This design comes from an exercise in tuning for small area on the open sky130 flow, not from production work.
In this exercise RTL edits were held to simulation tests only and were not proved equivalent to the original.
No activity file was given, so power comes from the tool's default toggle rates.

before:
## spectrum_renderer
module spectrum_renderer
#(
    parameter int NBINS = spectrum_pkg::NBINS,
    parameter int MAG_W = spectrum_pkg::MAG_W
) (
    input  logic             vgaclk,
    input  logic             rst_n,
    input  logic [9:0]       x_in,
    input  logic [9:0]       y_in,
    input  logic             hsync_in,
    input  logic             vsync_in,
    input  logic             bin_valid,
    output logic             bin_ready,
    input  logic [5:0]       bin_idx,
    input  logic [MAG_W-1:0] bin_mag,
    input  logic             bin_last,
    output logic             hsync_out,
    output logic             vsync_out,
    output logic [3:0]       red,
    output logic [3:0]       green,
    output logic [3:0]       blue,
    output logic             frame_pending
);
export LEC_CHECK = 0
export ABC_AREA = 1
export CAP_MARGIN = 30
export CORE_MARGIN = 2
export CORE_UTILIZATION = 65
export SLEW_MARGIN = 20
export CTS_ARGS = -sink_clustering_enable -repair_clock_nets -dont_use_dummy_load -buf_list sky130_fd_sc_hd__clkbuf_8 -sink_clustering_size 18 -sink_clustering_max_diameter 60
export BUFFER_PORTS_ARGS = -buffer_cell sky130_fd_sc_hd__buf_1
create_clock -name core_clock -period 10.0 [get_ports {vgaclk}]
standard.sh (not shown) runs the stock make flow with config.mk's settings and CLKGATE_MAP_FILE= SYNTH_SCRIPT=/design/flow/synth_recipe.tcl, a recipe that flattens the netlist after the stock synthesis.
==> flow/flow/run.sh <==
#!/bin/bash
# Layout flow: the standard flow (standard.sh, unchanged synthesis and
# steps), with two settings changed:
#  - clock tree synthesis uses clkbuf_8 leaf buffers over clusters of up to
#    18 flip-flops (60 um across) and adds no dummy loads;
#  - the buffer placed on every input and output port is a buf_1 (the
#    default pick is the larger clkdlybuf4s50_1); repair may still resize it.
set -e
cd "$(dirname "$0")/.."
CTS="-sink_clustering_enable -repair_clock_nets -dont_use_dummy_load"
CTS="$CTS -buf_list sky130_fd_sc_hd__clkbuf_8"
CTS="$CTS -sink_clustering_size 18 -sink_clustering_max_diameter 60"
export CTS_ARGS="$CTS"
export BUFFER_PORTS_ARGS="-buffer_cell sky130_fd_sc_hd__buf_1"
echo "export CTS_ARGS = $CTS" >> config.mk
echo "export BUFFER_PORTS_ARGS = $BUFFER_PORTS_ARGS" >> config.mk
bash standard.sh > standard.log 2>&1
before finished end to end and its layout was clean on timing, DRC and antenna.
Relative to before, the following input files were edited for after:
--- a/flow/flow/run.sh
+++ b/flow/flow/run.sh
@@ -2,2 +2,6 @@
-# Layout flow: the standard flow (standard.sh, unchanged synthesis and
-# steps), with two settings changed:
+# Layout flow: the standard flow (standard.sh: the standard flow's synthesis script
+# and ORFS's steps), with three changes:
+#  - ABC maps the logic with flow/abc_area.script (area-oriented amap instead
+#    of map plus buffering and sizing); ORFS's scripts are copied into this
+#    folder with that one file replaced and SCRIPTS_DIR points at the copy.
+#    Registers are mapped by Yosys as before; only the gates differ.
@@ -7,0 +12,2 @@
+# standard.sh's full output goes to standard.log; ORFS's per-step logs are
+# under orfs/logs/.
@@ -9,0 +16,4 @@
+rm -rf scripts_amap
+cp -r "$FLOW_HOME/scripts" scripts_amap
+cp flow/abc_area.script scripts_amap/abc_area.script
+export SCRIPTS_DIR="$PWD/scripts_amap"
==> flow/flow/abc_area.script (new file) <==
strash
dch -f
amap
topo
[compare] base=before new=after: total of hold buffers inserted after clock tree synthesis held steady; fraction of power consumed by combinational cells has increased; slew at the pin closest to its max-slew limit saw an increase; detailed-routing iteration count for the pre-antenna-repair pass rose by 1.
Synthesis-to-finish area growth, before and after, higher one = after.
Pre-CTS setup slack, before and after: lower on after

* * *

## 11-23
The RTL this note starts from:
==> flow/design.v <==
package spectrum_pkg;
    localparam int NBINS     = 40;
    localparam int MAG_W     = 9;
    localparam int H_ACTIVE  = 640;
    localparam int V_ACTIVE  = 480;
    localparam int BAR_SHIFT = 4;
    localparam int MAG_MAX   = 480;
    typedef struct packed {
        logic [3:0] r;
        logic [3:0] g;
        logic [3:0] b;
    } rgb_t;
    localparam rgb_t COL_BAR   = 12'h0F0;
    localparam rgb_t COL_BG    = 12'h002;
    localparam rgb_t COL_PEAK  = 12'hFFF;
    localparam rgb_t COL_BLANK = 12'h000;
endpackage
import spectrum_pkg::*;
module spectrum_bin_buffer
#(
    parameter int NBINS = spectrum_pkg::NBINS,
    parameter int MAG_W = spectrum_pkg::MAG_W
) (
    input  logic             clk_i,
    input  logic             rst_ni,
    input  logic [9:0]       x_i,
    input  logic             swap_evt_i,
    input  logic             bin_valid_i,
    output logic             bin_ready_o,
    input  logic [5:0]       bin_idx_i,
    input  logic [MAG_W-1:0] bin_mag_i,
    input  logic             bin_last_i,
    output logic             frame_pending_o,
    output logic             swap_o,
    output logic             clr_o,       
    output logic [MAG_W-1:0] head_o,      
    output logic [MAG_W-1:0] tap_o        
);
    localparam logic [MAG_W-1:0] MAG_CAP = MAG_W'(MAG_MAX);
    logic [MAG_W-1:0] bank0_q [NBINS];
    logic [MAG_W-1:0] bank1_q [NBINS];
    logic sel_q, pend_q;
    logic fire, swap;
    assign fire = bin_valid_i & ~pend_q;
    assign swap = swap_evt_i & pend_q;
    logic [MAG_W-1:0] wd_q;
    logic [2:0]       t8_q, t5_q;
    logic             w0_q, w1_q, clr_q;
    logic [5:0]       r5;
    function automatic logic [2:0] mod5(input logic [5:0] v);
        mod5 = 3'd0;
        for (int i = 0; i < 64; i++) if (v == 6'(i)) mod5 = 3'(i % 5);
    endfunction
    assign r5 = 6'd38 + 6'(bin_idx_i[3:0]) + 6'(bin_idx_i[5:4])
              - 6'(x_i[3:0]) - 6'(x_i[7:4]) - 6'(x_i[9:8]);
    always_ff @(posedge clk_i) begin
        clr_q <= ~rst_ni;
        wd_q  <= (!rst_ni) ? '0 : (bin_mag_i > MAG_CAP) ? MAG_CAP : bin_mag_i;
        t8_q  <= bin_idx_i[2:0] - x_i[2:0] - 3'd2;
        t5_q  <= mod5(r5);
        w0_q  <= rst_ni & fire & (bin_idx_i < 6'(NBINS)) & sel_q;
        w1_q  <= rst_ni & fire & (bin_idx_i < 6'(NBINS)) & ~sel_q;
    end
    for (genvar p = 0; p < NBINS; p++) begin : g_slot
        localparam int N = (p + 1) % NBINS;
        logic hit, we0, we1;
        logic [MAG_W-1:0] nx0, nx1, wd;
        assign hit = (t8_q == 3'(p % 8)) & (t5_q == 3'(p % 5));
        assign we0 = clr_q | (hit & w0_q);
        assign we1 = clr_q | (hit & w1_q);
        assign nx0 = ~bank0_q[N];
        assign nx1 = ~bank1_q[N];
        assign wd  = (p % 2 == 1) ? ~wd_q : wd_q;
        always_ff @(posedge clk_i) begin
            bank0_q[p] <= we0 ? wd : nx0;
            bank1_q[p] <= we1 ? wd : nx1;
        end
    end
    always_ff @(posedge clk_i) begin
        if (!rst_ni) begin
            sel_q  <= 1'b0;
            pend_q <= 1'b0;
        end else begin
            if (swap) sel_q <= ~sel_q;
            if (swap)                   pend_q <= 1'b0;
            else if (fire & bin_last_i) pend_q <= 1'b1;
        end
    end
    logic [MAG_W-1:0] t0, t1;
    always_comb begin
        case (x_i[6:4])
            3'd0: begin t0 = bank0_q[0];   t1 = bank1_q[0];   end
            3'd1: begin t0 = ~bank0_q[25]; t1 = ~bank1_q[25]; end
            3'd2: begin t0 = bank0_q[10];  t1 = bank1_q[10];  end
            3'd3: begin t0 = ~bank0_q[35]; t1 = ~bank1_q[35]; end
            3'd4: begin t0 = bank0_q[20];  t1 = bank1_q[20];  end
            3'd5: begin t0 = ~bank0_q[5];  t1 = ~bank1_q[5];  end
            3'd6: begin t0 = bank0_q[30];  t1 = bank1_q[30];  end
            default: begin t0 = ~bank0_q[15]; t1 = ~bank1_q[15]; end
        endcase
    end
    assign tap_o           = sel_q ? t1 : t0;
    assign head_o          = sel_q ? bank1_q[0] : bank0_q[0];
    assign clr_o           = clr_q;
    assign swap_o          = swap;
    assign bin_ready_o     = ~pend_q;
    assign frame_pending_o = pend_q;
endmodule
import spectrum_pkg::*;
module spectrum_renderer
#(
    parameter int NBINS = spectrum_pkg::NBINS,
    parameter int MAG_W = spectrum_pkg::MAG_W
) (
    input  logic             vgaclk,
    input  logic             rst_n,
    input  logic [9:0]       x_in,
    input  logic [9:0]       y_in,
    input  logic             hsync_in,
    input  logic             vsync_in,
    input  logic             bin_valid,
    output logic             bin_ready,
    input  logic [5:0]       bin_idx,
    input  logic [MAG_W-1:0] bin_mag,
    input  logic             bin_last,
    output logic             hsync_out,
    output logic             vsync_out,
    output logic [3:0]       red,
    output logic [3:0]       green,
    output logic [3:0]       blue,
    output logic             frame_pending
);
    localparam logic [9:0] HA = 10'(H_ACTIVE);
    localparam logic [9:0] VA = 10'(V_ACTIVE);
    logic             swap_evt, swap, clr;
    logic [MAG_W-1:0] f_head, f_tap;
    assign swap_evt = (x_in == 10'd0) && (y_in == VA);
    spectrum_bin_buffer #(
        .NBINS(NBINS),
        .MAG_W(MAG_W)
    ) u_buf (
        .clk_i          (vgaclk),
        .rst_ni         (rst_n),
        .x_i            (x_in),
        .swap_evt_i     (swap_evt),
        .bin_valid_i    (bin_valid),
        .bin_ready_o    (bin_ready),
        .bin_idx_i      (bin_idx),
        .bin_mag_i      (bin_mag),
        .bin_last_i     (bin_last),
        .frame_pending_o(frame_pending),
        .swap_o         (swap),
        .clr_o          (clr),
        .head_o         (f_head),
        .tap_o          (f_tap)
    );
    logic [MAG_W-1:0] pk_q [NBINS];
    logic             upd_q, valid_q, upd_end;
    logic [MAG_W-1:0] p_head, p_tap_raw, p_tap, dec, newpk;
    assign p_head  = valid_q ? pk_q[0] : '0;
    assign dec     = (p_head == '0) ? '0 : p_head - 1'b1;
    assign newpk   = (f_head > dec) ? f_head : dec;
    assign upd_end = (x_in == 10'(NBINS));
    always_ff @(posedge vgaclk) begin
        for (int p = 0; p < NBINS - 1; p++) pk_q[p] <= pk_q[p+1];
        pk_q[NBINS-1] <= upd_q ? newpk : pk_q[0];
    end
    always_ff @(posedge vgaclk) begin
        if (!rst_n) begin
            upd_q   <= 1'b0;
            valid_q <= 1'b0;
        end else begin
            if (swap)         upd_q <= 1'b1;
            else if (upd_end) upd_q <= 1'b0;
            if (upd_q && upd_end) valid_q <= 1'b1;
        end
    end
    always_comb begin
        case (x_in[6:4])
            3'd0: p_tap_raw = pk_q[0];
            3'd1: p_tap_raw = pk_q[25];
            3'd2: p_tap_raw = pk_q[10];
            3'd3: p_tap_raw = pk_q[35];
            3'd4: p_tap_raw = pk_q[20];
            3'd5: p_tap_raw = pk_q[5];
            3'd6: p_tap_raw = pk_q[30];
            default: p_tap_raw = pk_q[15];
        endcase
    end
    assign p_tap = valid_q ? p_tap_raw : '0;
    logic [9:0] h;
    logic       k0, active, bar_d, hit_d, bar_e, hit_e;
    logic       bar_h_q, hit_h_q;
    logic       w1_q, g1_q, b1_q, hs1_q, vs1_q;
    logic       w2_q, g2_q, b2_q, hs2_q, vs2_q;
    assign k0     = (x_in[BAR_SHIFT-1:0] == '0);
    assign h      = 10'd479 - y_in;
    assign active = (x_in < HA) && (y_in < VA);
    assign bar_d  = (10'(f_tap) > h) & ~clr;
    assign hit_d  = (10'(p_tap) == h) && (p_tap != '0);
    assign bar_e  = k0 ? bar_d : bar_h_q;
    assign hit_e  = k0 ? hit_d : hit_h_q;
    always_ff @(posedge vgaclk) begin
        if (!rst_n) begin
            bar_h_q <= 1'b0;
            hit_h_q <= 1'b0;
            w1_q    <= 1'b0;
            g1_q    <= 1'b0;
            b1_q    <= 1'b1;
            hs1_q   <= 1'b1;
            vs1_q   <= 1'b1;
            w2_q    <= 1'b0;
            g2_q    <= 1'b0;
            b2_q    <= 1'b0;
            hs2_q   <= 1'b1;
            vs2_q   <= 1'b1;
        end else begin
            bar_h_q <= bar_e;
            hit_h_q <= hit_e;
            w1_q    <= active & hit_e;
            g1_q    <= active & (hit_e | bar_e);
            b1_q    <= active & (hit_e | ~bar_e);
            hs1_q   <= hsync_in;
            vs1_q   <= vsync_in;
            w2_q    <= w1_q;
            g2_q    <= g1_q;
            b2_q    <= b1_q;
            hs2_q   <= hs1_q;
            vs2_q   <= vs1_q;
        end
    end
    assign hsync_out = hs2_q;
    assign vsync_out = vs2_q;
    assign red       = {4{w2_q}};
    assign green     = {4{g2_q}};
    assign blue      = {w2_q, w2_q, b2_q, w2_q};
endmodule
make LEC_CHECK=0 ABC_AREA=1 CAP_MARGIN=30 CORE_MARGIN=2 CORE_UTILIZATION=60 CTS_BUF_LIST='sky130_fd_sc_hd__clkbuf_4 sky130_fd_sc_hd__clkbuf_8' CTS_CLUSTER_SIZE=20 SLEW_MARGIN=20 finish   # period 10.0 ns
run.sh (not shown) runs the stock make flow with config.mk's settings and CLKGATE_MAP_FILE= SYNTH_SCRIPT=/design/flow/synth_recipe.tcl, a recipe that flattens the netlist after the stock synthesis.
Stock flow here: none of the scripts above is used.
> inputs changed (11-23 -> 09-24)
Settings: changing CORE_UTILIZATION from 60 to 40; changing CTS_CLUSTER_SIZE from 20 to 30; changing CTS_BUF_LIST from sky130_fd_sc_hd__clkbuf_4 sky130_fd_sc_hd__clkbuf_8 to sky130_fd_sc_hd__clkbuf_8.
### Flow results
For die area, dividing the value from 11-23 by the value from 09-24 gives 0.67.
Least setup slack across all paths after layout ended up 0.060 ns higher on 09-24 than on 11-23.
Of 11-23 and 09-24, the lower met2 usage in global routing belongs to 09-24.
Cell internal power dissipation on 09-24 is ahead of 11-23.

[what the ideal ports hide]
The results above use ideal ports. As a check the final layouts listed here were re-extracted and re-timed, cells and wires unchanged. Step 1, drivers: a clkbuf_16 drives vgaclk and a buf_2 each remaining input, both assumed. Step 2 times the ports against the registers' clock, not the clock port: input delays grow and output delays shrink by t, the midpoint of the rising clock arrivals with the driver on. a / b / c = no drivers / after step 1 / after step 2; a / b = the first two.
run | t, ns | setup WS [ns] | slew at the worst register clock pin (ns) | worst slew at a driven data input, ns | cell pins on the clock port's net
before | 0.706 | 4.596 / 4.625 / 3.919 | 0.11 / 0.11 | 0.04 | 1
after | 0.703 | 3.723 / 3.753 / 3.050 | 0.11 / 0.11 | 0.04 | 1
11-23 | 0.868 | 4.006 / 4.048 / 3.180 | 0.07 / 0.07 | 0.04 | 1
09-24 | 0.865 | 4.066 / 4.107 / 3.242 | 0.07 / 0.07 | 0.05 | 1
After both steps every run listed still meets setup and hold. The setup slack of 11-23, which loses most, moves by +0.042 ns with the drivers and by -0.826 ns with both steps.
